This design comes from an exercise in tuning for small area, a short achievable clock period and few clock cycles per item on the open sky130 flow, not from production work.
Function was checked by simulation only, so behaviour that the tests miss may differ from the original.
No activity file was given, so power comes from the tool's default toggle rates.

==> exp/quartz <==
==> flow/design.v <==
package cpuPkg;
	localparam int dataWidth = 16;
	localparam int regCount = 8;
	localparam int regIdxWidth = $clog2(regCount);
	typedef logic [dataWidth-1:0] wordT;
	typedef logic [regIdxWidth-1:0] regIdxT;
	localparam logic [4:0] opNop   = 5'd0;
	localparam logic [4:0] opAddu  = 5'd1;
	localparam logic [4:0] opSubu  = 5'd2;
	localparam logic [4:0] opAnd   = 5'd3;
	localparam logic [4:0] opOr    = 5'd4;
	localparam logic [4:0] opSlt   = 5'd5;
	localparam logic [4:0] opAddiu = 5'd6;
	localparam logic [4:0] opLi    = 5'd7;
	localparam logic [4:0] opLw    = 5'd8;
	localparam logic [4:0] opSw    = 5'd9;
	localparam logic [4:0] opBeqz  = 5'd10;
	localparam logic [4:0] opBnez  = 5'd11;
	localparam logic [4:0] opB     = 5'd12;
	localparam logic [4:0] opJr    = 5'd13;
endpackage
package pipePkg;
	typedef struct packed {
		logic sum;
		logic andOp;
		logic orOp;
		logic slt;
	} resSelT;
	typedef struct packed {
		logic   sub;         
		resSelT resSel;
		logic   regWrite;
		logic   memRead;
		logic   memWrite;
		logic   branch;      
		logic   branchNonZero;
		logic   pred;        
		logic   jumpReg;     
		logic   fwdA;        
		logic   fwdB;
		logic   isLi;
		logic   loadB;       
	} exCtrlT;
endpackage
module pipeReg #(
	parameter int width = 1
) (
	input  logic             CLK,
	input  logic             RST,
	input  logic [width-1:0] d,
	output logic [width-1:0] q
);
	always_ff @(posedge CLK or negedge RST)
	begin
		if (!RST)
			q <= '0;
		else
			q <= d;
	end
endmodule
module instrDecoder (
	input  cpuPkg::wordT    instr,
	output logic            useRx,
	output logic            useRy,      
	output logic            isLoad,
	output logic            isStore,
	output logic            isLi,
	output logic            regWrite,
	output logic            isB,
	output logic            isCond,
	output logic            isJr,
	output logic            sub,
	output pipePkg::resSelT resSel,
	output cpuPkg::regIdxT  dest,
	output logic [8:0]      imm         
);
	logic [4:0] op;
	logic       isReg;
	logic       isAddiu;
	assign op = instr[15:11];
	assign isReg = op >= cpuPkg::opAddu && op <= cpuPkg::opSlt;
	assign isAddiu = op == cpuPkg::opAddiu;
	assign isLi = op == cpuPkg::opLi;
	assign isLoad = op == cpuPkg::opLw;
	assign isStore = op == cpuPkg::opSw;
	assign isB = op == cpuPkg::opB;
	assign isCond = op == cpuPkg::opBeqz || op == cpuPkg::opBnez;
	assign isJr = op == cpuPkg::opJr;
	assign useRx = isReg || isAddiu || isLoad || isStore || isCond || isJr;
	assign useRy = isReg;
	assign regWrite = isReg || isAddiu || isLi || isLoad;
	assign sub = op == cpuPkg::opSubu || op == cpuPkg::opSlt;
	assign resSel.sum = op == cpuPkg::opAddu || op == cpuPkg::opSubu || isAddiu || isLi ||
		isLoad || isStore;
	assign resSel.andOp = op == cpuPkg::opAnd;
	assign resSel.orOp = op == cpuPkg::opOr;
	assign resSel.slt = op == cpuPkg::opSlt;
	assign dest = isReg ? instr[4:2] : (isLoad ? instr[7:5] : instr[10:8]);
	always_comb
	begin
		if (isLoad || isStore)
			imm = {instr[4], {3{instr[4]}}, instr[4:0]};
		else if (isAddiu || isLi)
			imm = {instr[7] && !isLi, instr[7:0]};
		else
			imm = '0;
	end
endmodule
module regFile (
	input  logic           CLK,
	input  logic           RST,
	input  logic [7:0]     selA,       
	input  logic [7:0]     selB,
	output cpuPkg::wordT   valA,
	output cpuPkg::wordT   valB,
	output logic           zeroA,      
	input  logic           we,
	input  cpuPkg::regIdxT wAddr,
	input  cpuPkg::wordT   wData
);
	cpuPkg::wordT regs [cpuPkg::regCount];
	logic [7:0]   zero;
	always_ff @(posedge CLK)
	begin
		for (int i = 0; i < cpuPkg::regCount; i++)
			if (!RST || (we && wAddr == cpuPkg::regIdxT'(i)))
			begin
				regs[i] <= RST ? wData : '0;
				zero[i] <= !RST || wData == '0;
			end
	end
	always_comb
	begin
		valA = '0;
		valB = '0;
		zeroA = 1'b0;
		for (int i = 0; i < cpuPkg::regCount; i++)
		begin
			valA |= regs[i] & {cpuPkg::dataWidth{selA[i]}};
			valB |= regs[i] & {cpuPkg::dataWidth{selB[i]}};
			zeroA |= zero[i] && selA[i];
		end
	end
endmodule
module hazardUnit (
	input  cpuPkg::regIdxT rx,
	input  cpuPkg::regIdxT ry,
	input  logic           useRx,
	input  logic           useRy,
	input  logic           storeRy,    
	input  logic           exValid,
	input  logic           exRegWrite,
	input  logic           exLoad,
	input  cpuPkg::regIdxT exDest,
	output logic           fwdA,
	output logic           fwdB,
	output logic           loadB,
	output logic           stall
);
	logic hitA;
	logic hitB;
	assign hitA = exValid && exRegWrite && exDest == rx && useRx;
	assign hitB = exValid && exRegWrite && exDest == ry && (useRy || storeRy);
	assign fwdA = hitA && !exLoad;
	assign fwdB = hitB && !exLoad;
	assign loadB = hitB && exLoad;
	assign stall = exLoad && (hitA || (useRy && hitB));
endmodule
module executeStage (
	input  pipePkg::exCtrlT ctrl,
	input  cpuPkg::wordT    opA,
	input  cpuPkg::wordT    opB,       
	output cpuPkg::wordT    aluResult
);
	cpuPkg::wordT addB;
	cpuPkg::wordT sum;
	logic         less;
	assign addB = opB ^ {16{ctrl.sub}};
	logic [15:0] gen [5];
	logic [15:0] prop [5];
	always_comb
	begin
		gen[0] = opA & addB;
		prop[0] = opA ^ addB;
		gen[0][0] = (opA[0] & addB[0]) | (prop[0][0] & ctrl.sub);
		for (int l = 0; l < 4; l++)
			for (int i = 0; i < 16; i++)
				if (i >= (1 << l))
				begin
					gen[l+1][i] = gen[l][i] | (prop[l][i] & gen[l][i - (1 << l)]);
					prop[l+1][i] = prop[l][i] & prop[l][i - (1 << l)];
				end
				else
				begin
					gen[l+1][i] = gen[l][i];
					prop[l+1][i] = prop[l][i];
				end
		sum = prop[0] ^ {gen[4][14:0], ctrl.sub};
	end
	assign less = (opA[15] ^ opB[15]) ? opA[15] : sum[15];
	assign aluResult = ({16{ctrl.resSel.sum}} & sum) |
		({16{ctrl.resSel.andOp}} & (opA & opB)) |
		({16{ctrl.resSel.orOp}} & (opA | opB)) |
		({16{ctrl.resSel.slt}} & {15'd0, less});
endmodule
module pipelineCpu (
	input  logic           CLK,
	input  logic           RST,
	output cpuPkg::wordT   imemAddr,
	input  cpuPkg::wordT   imemData,
	output cpuPkg::wordT   dmemAddr,
	output cpuPkg::wordT   dmemWData,
	output logic           dmemRead,
	output logic           dmemWrite,
	input  cpuPkg::wordT   dmemRData,
	output logic           wbValid,
	output cpuPkg::regIdxT wbReg,
	output cpuPkg::wordT   wbData
);
	cpuPkg::wordT    pc;
	cpuPkg::wordT    nextPc;
	cpuPkg::wordT    seqPc;
	cpuPkg::wordT    brTarget;
	cpuPkg::regIdxT  fRx;
	cpuPkg::regIdxT  fRy;
	logic            fUseRx;
	logic            fUseRy;
	logic            fLoad;
	logic            fStore;
	logic            fLi;
	logic            fRegWrite;
	logic            fB;
	logic            fCond;
	logic            fJr;
	logic            fSub;
	pipePkg::resSelT fResSel;
	cpuPkg::regIdxT  fDest;
	logic [8:0]      fImm;
	logic            fFwdA;
	logic            fFwdB;
	logic            fStall;
	logic            fJrFused;
	logic            fBranch;
	logic            fPred;
	pipePkg::exCtrlT fCtrl;
	logic            exValid;
	pipePkg::exCtrlT ex;
	logic [7:0]      exSelA;
	logic [7:0]      exSelB;
	cpuPkg::regIdxT  exDest;
	logic [8:0]      exImm;
	cpuPkg::wordT    exAlt;
	cpuPkg::wordT    valA;
	cpuPkg::wordT    valB;
	cpuPkg::wordT    regB;
	logic            zeroA;
	logic            zeroOpA;
	cpuPkg::wordT    opA;
	cpuPkg::wordT    opB;
	cpuPkg::wordT    aluResult;
	logic            condTaken;
	logic            redirect;
	cpuPkg::wordT    redirectPc;
	logic [2:0]      memFlags;
	logic            memRegWrite;
	logic            memRead;
	logic            memWrite;
	cpuPkg::regIdxT  memDest;
	cpuPkg::wordT    memStore;
	logic            fLoadB;
	cpuPkg::wordT    memAlu;
	cpuPkg::wordT    memResult;
	cpuPkg::regIdxT  wbDest;
	cpuPkg::wordT    wbResult;
	assign imemAddr = pc;
	assign fRx = imemData[10:8];
	assign fRy = imemData[7:5];
	instrDecoder decoder (.instr(imemData), .useRx(fUseRx), .useRy(fUseRy), .isLoad(fLoad),
		.isStore(fStore), .isLi(fLi), .regWrite(fRegWrite), .isB(fB), .isCond(fCond),
		.isJr(fJr), .sub(fSub), .resSel(fResSel), .dest(fDest),
		.imm(fImm));
	hazardUnit hazard (.rx(fRx), .ry(fRy), .useRx(fUseRx), .useRy(fUseRy), .storeRy(fStore),
		.exValid(exValid), .exRegWrite(ex.regWrite), .exLoad(ex.memRead), .exDest(exDest),
		.fwdA(fFwdA), .fwdB(fFwdB), .loadB(fLoadB), .stall(fStall));
	assign fJrFused = fJr && exValid && ex.isLi && exDest == fRx;
	assign fBranch = fCond && imemData[7:0] != 8'd0;
	assign fPred = fB || (fCond && imemData[7]) || fJrFused;
	assign seqPc = pc + 16'd1;
	assign brTarget = seqPc + (fB ? {{5{imemData[10]}}, imemData[10:0]} :
		{{8{imemData[7]}}, imemData[7:0]});
	always_comb
	begin
		if (redirect)
			nextPc = redirectPc;
		else if (fStall)
			nextPc = pc;
		else if (fJrFused)
			nextPc = {8'd0, exImm[7:0]};
		else if (fPred)
			nextPc = brTarget;
		else
			nextPc = seqPc;
	end
	always_ff @(posedge CLK or negedge RST)
	begin
		if (!RST)
			pc <= '0;
		else
			pc <= nextPc;
	end
	always_comb
	begin
		fCtrl.sub = fSub;
		fCtrl.resSel = fResSel;
		fCtrl.regWrite = fRegWrite;
		fCtrl.memRead = fLoad;
		fCtrl.memWrite = fStore;
		fCtrl.branch = fBranch;
		fCtrl.branchNonZero = imemData[11];
		fCtrl.pred = fPred;
		fCtrl.jumpReg = fJr && !fJrFused;
		fCtrl.fwdA = fFwdA;
		fCtrl.fwdB = fFwdB;
		fCtrl.isLi = fLi;
		fCtrl.loadB = fLoadB;
	end
	pipeReg #(.width(1)) exValidReg (.CLK(CLK), .RST(RST), .d(!redirect && !fStall),
		.q(exValid));
	always_ff @(posedge CLK)
	begin
		ex <= fCtrl;
		exSelA <= fFwdA || !fUseRx ? 8'd0 : 8'd1 << fRx;
		exSelB <= fFwdB || !(fUseRy || fStore) ? 8'd0 : 8'd1 << fRy;
		exDest <= fDest;
		exImm <= fImm;
		exAlt <= fPred ? seqPc : brTarget;
	end
	regFile regs (.CLK(CLK), .RST(RST), .selA(exSelA), .selB(exSelB), .valA(valA),
		.valB(valB), .zeroA(zeroA), .we(memRegWrite), .wAddr(memDest), .wData(memResult));
	assign opA = valA | (memAlu & {16{ex.fwdA}});
	assign regB = valB | (memAlu & {16{ex.fwdB}});
	assign opB = (regB & {16{!ex.memWrite}}) | {{7{exImm[8]}}, exImm};
	executeStage execute (.ctrl(ex), .opA(opA), .opB(opB), .aluResult(aluResult));
	assign zeroOpA = ex.fwdA ? memAlu == '0 : zeroA;
	assign condTaken = zeroOpA ^ ex.branchNonZero;
	assign redirect = exValid && (ex.jumpReg || (ex.branch && condTaken != ex.pred));
	assign redirectPc = ex.jumpReg ? opA : exAlt;
	pipeReg #(.width(3)) memFlagReg (.CLK(CLK), .RST(RST),
		.d({exValid && ex.regWrite, exValid && ex.memRead, exValid && ex.memWrite}),
		.q(memFlags));
	assign {memRegWrite, memRead, memWrite} = memFlags;
	always_ff @(posedge CLK)
	begin
		memDest <= exDest;
		memAlu <= aluResult;
		memStore <= ex.loadB ? dmemRData : regB;
	end
	assign dmemAddr = memAlu;
	assign dmemWData = memStore;
	assign dmemRead = memRead;
	assign dmemWrite = memWrite;
	assign memResult = memRead ? dmemRData : memAlu;
	pipeReg #(.width(1)) wbFlagReg (.CLK(CLK), .RST(RST), .d(memRegWrite), .q(wbValid));
	always_ff @(posedge CLK)
	begin
		wbDest <= memDest;
		wbResult <= memResult;
	end
	assign wbReg = wbDest;
	assign wbData = wbResult;
endmodule
==> flow/flow/run.sh <==
#!/bin/bash
# standard layout, with port buffers of a small plain buffer cell
export BUFFER_PORTS_ARGS="-buffer_cell sky130_fd_sc_hd__buf_1"
export CTS_ARGS="-sink_clustering_enable -repair_clock_nets -buf_list sky130_fd_sc_hd__clkbuf_16 -sink_clustering_size 24 -sink_clustering_max_diameter 100 -dont_use_dummy_load"
bash standard.sh > standard.log 2>&1
==> flow/standard.sh <==
#!/bin/bash
# synth_recipe.tcl (not shown) runs the flow's synth.tcl, then flattens the netlist and writes it again
# the make line also repeats each setting of config.mk as NAME=value (left out here)
make -C /OpenROAD-flow-scripts/flow DESIGN_CONFIG=/design/flow/config.mk WORK_HOME=/design/flow/orfs CLKGATE_MAP_FILE= SYNTH_SCRIPT=/design/flow/synth_recipe.tcl "${@:-finish}"
==> flow/config.mk <==
export PLATFORM = sky130hd
export DESIGN_NAME = pipelineCpu
export DESIGN_NICKNAME = pipelineCpu
export VERILOG_FILES = /design/flow/design.v
export SDC_FILE = /design/flow/constraint.sdc
export NUM_CORES = 4
export LEC_CHECK = 0
export ABC_AREA = 1
export CAP_MARGIN = 20
export CORE_MARGIN = 2
export CORE_UTILIZATION = 40
export CTS_BUF_LIST = sky130_fd_sc_hd__clkbuf_8
export CTS_CLUSTER_SIZE = 30
export SETUP_SLACK_MARGIN = 3.0
export SLEW_MARGIN = 20
==> flow/constraint.sdc <==
create_clock -name core_clock -period 6.2 [get_ports {CLK}]
set_input_delay 1.2400 -clock core_clock [delete_from_list [all_inputs] [get_ports {CLK}]]
set_output_delay 1.2400 -clock core_clock [all_outputs]
set_load 0.01 [all_outputs]
==> inputs of exp/raven, as changes to exp/quartz <==
--- a/flow/design.v
+++ b/flow/design.v
@@ -25,10 +25,12 @@
 		logic andOp;
 		logic orOp;
 		logic slt;
+		logic passB;
 	} resSelT;
 	typedef struct packed {
 		logic   sub;         
 		resSelT resSel;
+		logic   srcImm;
 		logic   regWrite;
 		logic   memRead;
 		logic   memWrite;
@@ -38,7 +40,6 @@
 		logic   jumpReg;     
 		logic   fwdA;        
 		logic   fwdB;
-		logic   isLi;
 		logic   loadB;       
 	} exCtrlT;
 endpackage
@@ -59,20 +60,21 @@
 	end
 endmodule
 module instrDecoder (
-	input  cpuPkg::wordT    instr,
-	output logic            useRx,
-	output logic            useRy,      
-	output logic            isLoad,
-	output logic            isStore,
-	output logic            isLi,
-	output logic            regWrite,
-	output logic            isB,
-	output logic            isCond,
-	output logic            isJr,
-	output logic            sub,
+	input  cpuPkg::wordT   instr,
+	output logic           useRx,
+	output logic           useRy,      
+	output logic           isLoad,
+	output logic           isStore,
+	output logic           isLi,
+	output logic           regWrite,
+	output logic           isB,
+	output logic           isCond,
+	output logic           isJr,
+	output logic           sub,
 	output pipePkg::resSelT resSel,
-	output cpuPkg::regIdxT  dest,
-	output logic [8:0]      imm         
+	output logic           srcImm,
+	output cpuPkg::regIdxT dest,
+	output logic [8:0]     imm         
 );
 	logic [4:0] op;
 	logic       isReg;
@@ -89,21 +91,21 @@
 	assign useRx = isReg || isAddiu || isLoad || isStore || isCond || isJr;
 	assign useRy = isReg;
 	assign regWrite = isReg || isAddiu || isLi || isLoad;
+	assign srcImm = isAddiu || isLi || isLoad || isStore;
 	assign sub = op == cpuPkg::opSubu || op == cpuPkg::opSlt;
-	assign resSel.sum = op == cpuPkg::opAddu || op == cpuPkg::opSubu || isAddiu || isLi ||
-		isLoad || isStore;
+	assign resSel.sum = op == cpuPkg::opAddu || op == cpuPkg::opSubu || isAddiu || isLoad ||
+		isStore;
 	assign resSel.andOp = op == cpuPkg::opAnd;
 	assign resSel.orOp = op == cpuPkg::opOr;
 	assign resSel.slt = op == cpuPkg::opSlt;
+	assign resSel.passB = isLi;
 	assign dest = isReg ? instr[4:2] : (isLoad ? instr[7:5] : instr[10:8]);
 	always_comb
 	begin
 		if (isLoad || isStore)
 			imm = {instr[4], {3{instr[4]}}, instr[4:0]};
-		else if (isAddiu || isLi)
-			imm = {instr[7] && !isLi, instr[7:0]};
 		else
-			imm = '0;
+			imm = {instr[7] && !isLi, instr[7:0]};
 	end
 endmodule
 module regFile (
@@ -113,32 +115,25 @@
 	input  logic [7:0]     selB,
 	output cpuPkg::wordT   valA,
 	output cpuPkg::wordT   valB,
-	output logic           zeroA,      
 	input  logic           we,
 	input  cpuPkg::regIdxT wAddr,
 	input  cpuPkg::wordT   wData
 );
 	cpuPkg::wordT regs [cpuPkg::regCount];
-	logic [7:0]   zero;
 	always_ff @(posedge CLK)
 	begin
 		for (int i = 0; i < cpuPkg::regCount; i++)
 			if (!RST || (we && wAddr == cpuPkg::regIdxT'(i)))
-			begin
 				regs[i] <= RST ? wData : '0;
-				zero[i] <= !RST || wData == '0;
-			end
 	end
 	always_comb
 	begin
 		valA = '0;
 		valB = '0;
-		zeroA = 1'b0;
 		for (int i = 0; i < cpuPkg::regCount; i++)
 		begin
 			valA |= regs[i] & {cpuPkg::dataWidth{selA[i]}};
 			valB |= regs[i] & {cpuPkg::dataWidth{selB[i]}};
-			zeroA |= zero[i] && selA[i];
 		end
 	end
 endmodule
@@ -147,7 +142,6 @@
 	input  cpuPkg::regIdxT ry,
 	input  logic           useRx,
 	input  logic           useRy,
-	input  logic           storeRy,    
 	input  logic           exValid,
 	input  logic           exRegWrite,
 	input  logic           exLoad,
@@ -159,23 +153,27 @@
 );
 	logic hitA;
 	logic hitB;
-	assign hitA = exValid && exRegWrite && exDest == rx && useRx;
-	assign hitB = exValid && exRegWrite && exDest == ry && (useRy || storeRy);
+	assign hitA = exValid && exRegWrite && exDest == rx;
+	assign hitB = exValid && exRegWrite && exDest == ry;
 	assign fwdA = hitA && !exLoad;
 	assign fwdB = hitB && !exLoad;
 	assign loadB = hitB && exLoad;
-	assign stall = exLoad && (hitA || (useRy && hitB));
+	assign stall = exLoad && ((useRx && hitA) || (useRy && hitB));
 endmodule
 module executeStage (
 	input  pipePkg::exCtrlT ctrl,
+	input  logic [8:0]      imm,
 	input  cpuPkg::wordT    opA,
-	input  cpuPkg::wordT    opB,       
-	output cpuPkg::wordT    aluResult
+	input  cpuPkg::wordT    opB,
+	output cpuPkg::wordT    aluResult,
+	output logic            condTaken
 );
+	cpuPkg::wordT aluB;
 	cpuPkg::wordT addB;
 	cpuPkg::wordT sum;
 	logic         less;
-	assign addB = opB ^ {16{ctrl.sub}};
+	assign aluB = ctrl.srcImm ? {{7{imm[8]}}, imm} : opB;
+	assign addB = aluB ^ {16{ctrl.sub}};
 	logic [15:0] gen [5];
 	logic [15:0] prop [5];
 	always_comb
@@ -197,11 +195,13 @@
 				end
 		sum = prop[0] ^ {gen[4][14:0], ctrl.sub};
 	end
-	assign less = (opA[15] ^ opB[15]) ? opA[15] : sum[15];
+	assign less = (opA[15] ^ aluB[15]) ? opA[15] : sum[15];
 	assign aluResult = ({16{ctrl.resSel.sum}} & sum) |
-		({16{ctrl.resSel.andOp}} & (opA & opB)) |
-		({16{ctrl.resSel.orOp}} & (opA | opB)) |
-		({16{ctrl.resSel.slt}} & {15'd0, less});
+		({16{ctrl.resSel.andOp}} & (opA & aluB)) |
+		({16{ctrl.resSel.orOp}} & (opA | aluB)) |
+		({16{ctrl.resSel.slt}} & {15'd0, less}) |
+		({16{ctrl.resSel.passB}} & aluB);
+	assign condTaken = (opA == '0) ^ ctrl.branchNonZero;
 endmodule
 module pipelineCpu (
 	input  logic           CLK,
@@ -234,10 +234,12 @@
 	logic            fJr;
 	logic            fSub;
 	pipePkg::resSelT fResSel;
+	logic            fSrcImm;
 	cpuPkg::regIdxT  fDest;
 	logic [8:0]      fImm;
 	logic            fFwdA;
 	logic            fFwdB;
+	logic            fLoadB;
 	logic            fStall;
 	logic            fJrFused;
 	logic            fBranch;
@@ -252,9 +254,6 @@
 	cpuPkg::wordT    exAlt;
 	cpuPkg::wordT    valA;
 	cpuPkg::wordT    valB;
-	cpuPkg::wordT    regB;
-	logic            zeroA;
-	logic            zeroOpA;
 	cpuPkg::wordT    opA;
 	cpuPkg::wordT    opB;
 	cpuPkg::wordT    aluResult;
@@ -266,9 +265,8 @@
 	logic            memRead;
 	logic            memWrite;
 	cpuPkg::regIdxT  memDest;
-	cpuPkg::wordT    memStore;
-	logic            fLoadB;
 	cpuPkg::wordT    memAlu;
+	cpuPkg::wordT    memStore;
 	cpuPkg::wordT    memResult;
 	cpuPkg::regIdxT  wbDest;
 	cpuPkg::wordT    wbResult;
@@ -277,12 +275,12 @@
 	assign fRy = imemData[7:5];
 	instrDecoder decoder (.instr(imemData), .useRx(fUseRx), .useRy(fUseRy), .isLoad(fLoad),
 		.isStore(fStore), .isLi(fLi), .regWrite(fRegWrite), .isB(fB), .isCond(fCond),
-		.isJr(fJr), .sub(fSub), .resSel(fResSel), .dest(fDest),
+		.isJr(fJr), .sub(fSub), .resSel(fResSel), .srcImm(fSrcImm), .dest(fDest),
 		.imm(fImm));
-	hazardUnit hazard (.rx(fRx), .ry(fRy), .useRx(fUseRx), .useRy(fUseRy), .storeRy(fStore),
+	hazardUnit hazard (.rx(fRx), .ry(fRy), .useRx(fUseRx), .useRy(fUseRy),
 		.exValid(exValid), .exRegWrite(ex.regWrite), .exLoad(ex.memRead), .exDest(exDest),
 		.fwdA(fFwdA), .fwdB(fFwdB), .loadB(fLoadB), .stall(fStall));
-	assign fJrFused = fJr && exValid && ex.isLi && exDest == fRx;
+	assign fJrFused = fJr && exValid && ex.resSel.passB && exDest == fRx;
 	assign fBranch = fCond && imemData[7:0] != 8'd0;
 	assign fPred = fB || (fCond && imemData[7]) || fJrFused;
 	assign seqPc = pc + 16'd1;
@@ -312,6 +310,7 @@
 	begin
 		fCtrl.sub = fSub;
 		fCtrl.resSel = fResSel;
+		fCtrl.srcImm = fSrcImm;
 		fCtrl.regWrite = fRegWrite;
 		fCtrl.memRead = fLoad;
 		fCtrl.memWrite = fStore;
@@ -321,7 +320,6 @@
 		fCtrl.jumpReg = fJr && !fJrFused;
 		fCtrl.fwdA = fFwdA;
 		fCtrl.fwdB = fFwdB;
-		fCtrl.isLi = fLi;
 		fCtrl.loadB = fLoadB;
 	end
 	pipeReg #(.width(1)) exValidReg (.CLK(CLK), .RST(RST), .d(!redirect && !fStall),
@@ -329,20 +327,18 @@
 	always_ff @(posedge CLK)
 	begin
 		ex <= fCtrl;
-		exSelA <= fFwdA || !fUseRx ? 8'd0 : 8'd1 << fRx;
-		exSelB <= fFwdB || !(fUseRy || fStore) ? 8'd0 : 8'd1 << fRy;
+		exSelA <= fFwdA ? 8'd0 : 8'd1 << fRx;
+		exSelB <= fFwdB ? 8'd0 : 8'd1 << fRy;
 		exDest <= fDest;
 		exImm <= fImm;
 		exAlt <= fPred ? seqPc : brTarget;
 	end
 	regFile regs (.CLK(CLK), .RST(RST), .selA(exSelA), .selB(exSelB), .valA(valA),
-		.valB(valB), .zeroA(zeroA), .we(memRegWrite), .wAddr(memDest), .wData(memResult));
+		.valB(valB), .we(memRegWrite), .wAddr(memDest), .wData(memResult));
 	assign opA = valA | (memAlu & {16{ex.fwdA}});
-	assign regB = valB | (memAlu & {16{ex.fwdB}});
-	assign opB = (regB & {16{!ex.memWrite}}) | {{7{exImm[8]}}, exImm};
-	executeStage execute (.ctrl(ex), .opA(opA), .opB(opB), .aluResult(aluResult));
-	assign zeroOpA = ex.fwdA ? memAlu == '0 : zeroA;
-	assign condTaken = zeroOpA ^ ex.branchNonZero;
+	assign opB = valB | (memAlu & {16{ex.fwdB}});
+	executeStage execute (.ctrl(ex), .imm(exImm), .opA(opA), .opB(opB),
+		.aluResult(aluResult), .condTaken(condTaken));
 	assign redirect = exValid && (ex.jumpReg || (ex.branch && condTaken != ex.pred));
 	assign redirectPc = ex.jumpReg ? opA : exAlt;
 	pipeReg #(.width(3)) memFlagReg (.CLK(CLK), .RST(RST),
@@ -353,7 +349,7 @@
 	begin
 		memDest <= exDest;
 		memAlu <= aluResult;
-		memStore <= ex.loadB ? dmemRData : regB;
+		memStore <= ex.loadB ? dmemRData : opB;
 	end
 	assign dmemAddr = memAlu;
 	assign dmemWData = memStore;
==> flow/flow/run.sh (replaced) <==
#!/bin/bash
# standard layout, with port buffers of a small plain buffer cell
export BUFFER_PORTS_ARGS="-buffer_cell sky130_fd_sc_hd__buf_1"
bash standard.sh > standard.log 2>&1
Settings changed: ABC_AREA 1 to not set, ABC_CLOCK_PERIOD_IN_PS set to 2500, SETUP_SLACK_MARGIN 3.0 to 2.5.
==> qor summary <==
|  | exp/raven | exp/quartz |
|---|---|---|
| Outcome | timing/DRC/antenna clean | timing/DRC/antenna clean |
| Placeable Area | 0.0315 mm^2 | 0.0335 mm^2 |
| Fin nets | 1367 | 1807 |
| Worst path depth | 16 | 22 |
| Area share of and/or/nand/nor cells after synthesis | 11.9% | 23.6% |
| Number of clock buffers inserted by TritonCTS | 45 | 16 |
| Tightest slew margin relative to the limit | 25.4% | 25.1% |
| Count of plain and timing-repair buffers | 141 | 162 |
| Reported combinational group power | 1.72 mW | 1.74 mW |
| M1 wire length | 17.9 mm | 19.7 mm |
| Met2 capacity usage during global routing | 37.9% | 39.0% |
| Fraction of power spent switching nets | 34.8% | 36.8% |
| Proportion of power drawn by the clock network | 28.1% | 20.5% |
| Global placer's final weighted congestion | 0.875 | 0.895 |
| Arr. time, crit path | 4.01 ns | 3.52 ns |
| Worst clock skew on the final layout | 0.0379 ns | 0.0567 ns |
| Fraction of power consumed by sequential logic | 41.5% | 45.1% |
| CTS H-tree depth | 2 | 1 |
| Number of nets produced by synthesis | 1251 | 1685 |
| Number of instances in the synthesized netlist | 1183 | 1617 |
| Final critical-path share of the clock period | 56.8% | 50.6% |
| Fin worst setup slack | 2.68 ns | 3.06 ns |
| Static leakage power | 5.63 nW | 6.67 nW |
| Cell area after synthesis | 0.0128 mm^2 | 0.0136 mm^2 |
| Average cell area after synthesis | 10.8 um^2 | 8.42 um^2 |
| Register area share after synthesis | 52.3% | 50.6% |
| Buffer share of cell area | 4.57% | 5.43% |
Testbench counts of exp/quartz, summed over its fixed seeds: cycles 10,648, instrs 10,210.
Testbench counts of exp/raven, summed over its fixed seeds: cycles 10,648, instrs 10,210.

-- what the ideal ports hide --
Ports are ideal in the flow. The routed layouts listed here were re-timed in OpenROAD. Step 1 sets driving cells, clkbuf_16 on the clock port and buf_2 on the other inputs (assumed; they add their load-dependent delay and slew). Step 2 adds t to the input delays and takes it off the output delays; t is the mean of the earliest and latest rising clock arrival at the registers after step 1. Input paths then give back, and output paths get back, about the clock's delay inside the block. a / b / c = ideal / step 1 / step 2; a / b = the first two.
| run | t (ns) | setup slack, ns | hold slack, ns | worst setup path at the end | pins driven straight from the clock port |
|---|---|---|---|---|---|
| exp/quartz | 0.547 | 3.064 / 3.064 / 2.620 | 0.377 / 0.377 / 0.377 | input to register | 1 |
| exp/raven | 0.623 | 2.677 / 2.677 / 2.109 | 0.374 / 0.374 / 0.374 | input to register | 1 |
After both steps every run listed still meets setup and hold. For exp/raven, which loses most, drivers alone change the setup slack by 0.000 ns; drivers and shift together by -0.568 ns.
